From an optimization exercise on the open Yosys and OpenROAD flow, aimed at small area and few clock cycles per item; shortcuts taken in it are not production practice.
Function was checked by simulation only, so behaviour that the tests miss may differ from the original.
Power and IR drop assume default switching activity.

==> flow/design.v <==
`timescale 1ns / 1ps
`default_nettype none
package spq_pkg;
    localparam int PRIO_W           = 32;
    localparam int DATA_W           = 32;
    localparam int STATUS_W         = 2;
    localparam int OCC_W            = 5;
    localparam int DEFAULT_CAPACITY = 16;
    typedef enum logic [STATUS_W-1:0] {
        ST_OK    = 2'd0,
        ST_EMPTY = 2'd1,
        ST_FULL  = 2'd2
    } spq_status_t;
    typedef enum logic {
        KIND_ENQ = 1'b0,
        KIND_DEQ = 1'b1
    } spq_kind_t;
    typedef enum logic [1:0] {
        OP_HOLD,
        OP_ENQ,
        OP_DEQ
    } spq_op_t;
    typedef struct packed {
        spq_op_t                  op;
        logic signed [PRIO_W-1:0] prio;
        logic signed [DATA_W-1:0] value;
    } spq_cmd_t;
    typedef struct packed {
        logic                     valid;
        logic signed [PRIO_W-1:0] prio;
        logic signed [DATA_W-1:0] value;
    } spq_entry_t;
endpackage
`default_nettype wire
`timescale 1ns / 1ps
`default_nettype none
module spq_cell #(
    parameter int RANK_W   = 4,
    parameter bit WRITABLE = 1'b0,
    parameter bit INVERTED = 1'b0    
) (
    input  wire logic                               clk,
    input  wire logic                               rst_n,
    input  wire logic                               enq,         
    input  wire logic                               deq,         
    input  wire logic signed [spq_pkg::PRIO_W-1:0]  new_prio,
    input  wire logic        [spq_pkg::DATA_W-1:0]  new_value,
    input  wire logic        [RANK_W-1:0]           ins_rank,    
    input  wire logic                               wr,          
    input  wire logic signed [spq_pkg::PRIO_W-1:0]  in_prio,
    input  wire logic        [spq_pkg::DATA_W-1:0]  in_value,
    input  wire logic                               in_live,
    input  wire logic        [RANK_W-1:0]           in_rank,
    output logic signed [spq_pkg::PRIO_W-1:0]       out_prio,
    output logic        [spq_pkg::DATA_W-1:0]       out_value,
    output logic                                    out_live,
    output logic        [RANK_W-1:0]                out_rank,
    output logic                                    live,
    output logic                                    ahead,       
    output logic                                    freed,       
    output logic        [spq_pkg::DATA_W-1:0]       value
);
    logic signed [spq_pkg::PRIO_W-1:0]  prio_reg;
    logic        [spq_pkg::DATA_W-1:0]  value_reg;
    logic        [RANK_W-1:0]           rank_reg;
    logic                               live_reg;
    logic                               fresh_reg;   
    logic        [RANK_W-1:0]           rank;
    logic                               ge;
    logic                               take;
    logic signed [spq_pkg::PRIO_W-1:0]  prio;        
    logic        [spq_pkg::DATA_W-1:0]  payload;
    assign prio    = prio_reg ^ {spq_pkg::PRIO_W{INVERTED}};
    assign payload = value_reg ^ {spq_pkg::DATA_W{INVERTED}};
    assign rank  = fresh_reg ? ins_rank : rank_reg;
    assign live  = live_reg;
    assign ahead = live_reg && ge;
    assign value = payload;
    assign freed = !live_reg && (&rank_reg);
    always_comb
    begin
        logic [spq_pkg::PRIO_W-1:0] a, nb;
        a  = {~prio[spq_pkg::PRIO_W-1], prio[spq_pkg::PRIO_W-2:0]};
        nb = ~{~new_prio[spq_pkg::PRIO_W-1], new_prio[spq_pkg::PRIO_W-2:0]};
        ge = 1'b1;
        for (int k = 0; k < spq_pkg::PRIO_W; k++)
            ge = (a[k] & nb[k]) | (ge & (a[k] | nb[k]));
    end
    assign out_prio  = prio;
    assign out_value = payload;
    assign out_live  = live_reg && !(deq && rank == '0);
    always_comb
    begin
        logic             step;
        logic [RANK_W:0]  t;
        step = (enq && !ge) || deq;
        t[0] = step;
        for (int k = 0; k < RANK_W; k++)
            t[k + 1] = t[k] && (rank[k] ^ deq);
        if (!live_reg)
            out_rank = deq ? '0 : rank_reg;
        else
            out_rank = rank ^ t[RANK_W-1:0];
    end
    assign take = WRITABLE && wr;
    always_ff @(posedge clk or negedge rst_n)
    begin
        if (!rst_n)
            live_reg <= 1'b0;
        else
            live_reg <= take || in_live;
    end
    always_ff @(posedge clk)
    begin
        fresh_reg <= take;
        rank_reg  <= in_rank;
        prio_reg  <= (take ? new_prio : in_prio) ^ {spq_pkg::PRIO_W{INVERTED}};
        value_reg <= (take ? new_value : in_value) ^ {spq_pkg::DATA_W{INVERTED}};
    end
endmodule
`default_nettype wire
`timescale 1ns / 1ps
`default_nettype none
module spq_chain #(
    parameter int CAPACITY = spq_pkg::DEFAULT_CAPACITY
) (
    input  wire logic                               clk,
    input  wire logic                               rst_n,
    input  wire logic                               enq,
    input  wire logic                               deq,
    input  wire logic signed [spq_pkg::PRIO_W-1:0]  new_prio,
    input  wire logic        [spq_pkg::DATA_W-1:0]  new_value,
    output logic                                    can_write,   
    output logic             [spq_pkg::DATA_W-1:0]  freed_value
);
    localparam int RANK_W = $clog2(CAPACITY);
    logic [CAPACITY-1:0]                live;
    logic [CAPACITY-1:0]                ahead;
    logic [CAPACITY-1:0]                freed;
    logic [CAPACITY-1:0]                wr;
    logic [spq_pkg::DATA_W-1:0]         value [CAPACITY];
    logic [RANK_W-1:0]                  ins_rank;
    logic signed [spq_pkg::PRIO_W-1:0]  out_prio  [CAPACITY];
    logic        [spq_pkg::DATA_W-1:0]  out_value [CAPACITY];
    logic        [CAPACITY-1:0]         out_live;
    logic        [RANK_W-1:0]           out_rank  [CAPACITY];
    always_comb
    begin
        logic taken;
        taken = 1'b0;
        wr    = '0;
        for (int k = 1; k < CAPACITY; k += 2)
        begin
            wr[(k + 1) % CAPACITY] = enq && !live[k] && !taken;
            taken = taken || !live[k];
        end
        can_write = taken;
    end
    logic [CAPACITY-1:0]                ahead_reg;
    always_ff @(posedge clk)
    begin
        ahead_reg <= ahead;
    end
    always_comb
    begin
        ins_rank = '0;
        for (int k = 0; k < CAPACITY; k++)
            ins_rank = ins_rank + RANK_W'(ahead_reg[k]);
    end
    genvar i;
    generate
        for (i = 0; i < CAPACITY; i++)
        begin : g_cell
            localparam int P = (i + CAPACITY - 1) % CAPACITY;
            spq_cell #(
                .RANK_W   (RANK_W),
                .WRITABLE ((i % 2) == 0),
                .INVERTED (((i / 2) % 2) == 1)
            ) u_cell (
                .clk       (clk),
                .rst_n     (rst_n),
                .enq       (enq),
                .deq       (deq),
                .new_prio  (new_prio),
                .new_value (new_value),
                .ins_rank  (ins_rank),
                .wr        (wr[i]),
                .in_prio   (out_prio[P]),
                .in_value  (out_value[P]),
                .in_live   (out_live[P]),
                .in_rank   (out_rank[P]),
                .out_prio  (out_prio[i]),
                .out_value (out_value[i]),
                .out_live  (out_live[i]),
                .out_rank  (out_rank[i]),
                .live      (live[i]),
                .ahead     (ahead[i]),
                .freed     (freed[i]),
                .value     (value[i])
            );
        end
    endgenerate
    always_comb
    begin
        freed_value = '0;
        for (int k = 0; k < CAPACITY; k++)
            freed_value = freed_value | (value[k] & {spq_pkg::DATA_W{freed[k]}});
    end
endmodule
`default_nettype wire
`timescale 1ns / 1ps
`default_nettype none
module stable_priority_queue #(
    parameter int CAPACITY = spq_pkg::DEFAULT_CAPACITY
) (
    input  wire logic                               clk,
    input  wire logic                               rst_n,
    input  wire logic                               req_valid,
    output logic                                    req_ready,
    input  wire logic                               req_kind,
    input  wire logic signed [spq_pkg::PRIO_W-1:0]  req_priority,
    input  wire logic signed [spq_pkg::DATA_W-1:0]  req_payload,
    output logic                                    rsp_valid,
    input  wire logic                               rsp_ready,
    output logic signed [spq_pkg::DATA_W-1:0]       rsp_value,
    output logic        [spq_pkg::STATUS_W-1:0]     rsp_status,
    output logic        [spq_pkg::OCC_W-1:0]        rsp_occupancy
);
    localparam int CNT_W = $clog2(CAPACITY + 1);
    logic [CNT_W-1:0]           count_reg;
    logic                       rsp_valid_reg;
    logic                       rsp_kind_reg;    
    logic                       rsp_fail_reg;    
    logic                       accept;
    logic                       is_full;
    logic                       is_empty;
    logic                       enq;
    logic                       deq;
    logic [spq_pkg::DATA_W-1:0] freed_value;
    logic                       can_write;
    assign req_ready = (!rsp_valid_reg || rsp_ready)
                    && (req_kind == spq_pkg::KIND_DEQ || is_full || can_write);
    assign accept    = req_valid && req_ready;
    assign is_full  = (count_reg == CNT_W'(CAPACITY));
    assign is_empty = (count_reg == '0);
    assign enq      = accept && (req_kind == spq_pkg::KIND_ENQ) && !is_full;
    assign deq      = accept && (req_kind == spq_pkg::KIND_DEQ) && !is_empty;
    spq_chain #(
        .CAPACITY (CAPACITY)
    ) u_chain (
        .clk        (clk),
        .rst_n      (rst_n),
        .enq        (enq),
        .deq        (deq),
        .new_prio   (req_priority),
        .new_value  (req_payload),
        .can_write   (can_write),
        .freed_value (freed_value)
    );
    always_ff @(posedge clk or negedge rst_n)
    begin
        if (!rst_n)
        begin
            count_reg     <= '0;
            rsp_valid_reg <= 1'b0;
        end
        else
        begin
            if (enq)
                count_reg <= count_reg + 1'b1;
            else if (deq)
                count_reg <= count_reg - 1'b1;
            if (accept)
                rsp_valid_reg <= 1'b1;
            else if (rsp_ready)
                rsp_valid_reg <= 1'b0;
        end
    end
    always_ff @(posedge clk)
    begin
        if (accept)
        begin
            rsp_kind_reg <= req_kind;
            rsp_fail_reg <= (req_kind == spq_pkg::KIND_ENQ) ? is_full : is_empty;
        end
    end
    assign rsp_valid     = rsp_valid_reg;
    assign rsp_value     = (rsp_kind_reg && !rsp_fail_reg) ? freed_value : '0;
    assign rsp_status    = !rsp_fail_reg ? spq_pkg::ST_OK
                         : rsp_kind_reg  ? spq_pkg::ST_EMPTY : spq_pkg::ST_FULL;
    assign rsp_occupancy = spq_pkg::OCC_W'(count_reg);
endmodule
`default_nettype wire
clock: 5.0 ns
lec_check: 0
cap_margin: 20
core_margin: 2
core_utilization: 65
cts_cluster_diameter: 90
cts_cluster_size: 25
place_density: 0.75
slew_margin: 20
standard.sh (not shown) runs the stock make flow with config.mk's settings and CLKGATE_MAP_FILE= SYNTH_SCRIPT=/design/flow/synth_recipe.tcl, a recipe that flattens the netlist after the stock synthesis.
==> flow/flow/run.sh <==
#!/bin/bash
# The standard layout (the standard.sh, unchanged synthesis and steps), except that
# the port buffers placed before global placement are the smallest buffer cell.
set -euo pipefail
export BUFFER_PORTS_ARGS="-buffer_cell sky130_fd_sc_hd__buf_1"
bash standard.sh finish > make_finish.log 2>&1
Testbench counts at the start, summed over its fixed seeds: cycles 24,810, items 24,000.
Then changed:
==> flow/run.sh (new file) <==
#!/bin/bash
# synth_recipe.tcl (not shown) runs the flow's synth.tcl, then flattens the netlist and writes it again
# the make line also repeats each setting of config.mk as NAME=value (left out here)
make -C /OpenROAD-flow-scripts/flow DESIGN_CONFIG=/design/flow/config.mk WORK_HOME=/design/flow/orfs CLKGATE_MAP_FILE= SYNTH_SCRIPT=/design/flow/synth_recipe.tcl finish
Settings changed: CTS_CLUSTER_DIAMETER 90 to 80, CTS_CLUSTER_SIZE 25 to 20.
removed: flow/flow/run.sh
removed: flow/standard.sh
Outcome:
- The new run completed without violations
- first-iteration DRC count rises by about 20%
- non-clock buffer count rises by 25
- core utilization rises by 2.2 points
- synthesized area stays the same
- flip-flop and latch count is unchanged
- via count rises by 1.4%
- wire length rises by 1.7%
- die area is unchanged
- final cell count rises by 0.77%
- count of clock-buffer cells in the layout rises by 13
- power rises by 3.9%

## static timing again, ports no longer ideal
The results above use ideal ports. As a check the final layouts listed here were re-extracted and re-timed, cells and wires unchanged.
Step 1 sets driving cells, clkbuf_16 on the clock port and buf_2 on the other inputs (assumed; they add their load-dependent delay and slew).
Step 2 adds t to the input delays and takes it off the output delays; t is the mean of the earliest and latest rising clock arrival at the registers after step 1. Input paths then give back, and output paths get back, about the clock's delay inside the block.
a / b / c = ideal ports / drivers / drivers and shift; a / b = the first two.
| run | t (ns) | slack for setup (ns) | hold WS [ns] |
|---|---|---|---|
| the first run | 0.729 | 0.142 / 0.142 / 0.142 | 0.343 / 0.299 / 0.343 |
| the second run | 0.716 | 0.113 / 0.069 / 0.025 | 0.347 / 0.347 / 0.347 |
After both steps setup and hold are still met in every run listed. For the second run, which loses most, drivers alone change the setup slack by -0.044 ns; drivers and shift together by -0.088 ns.
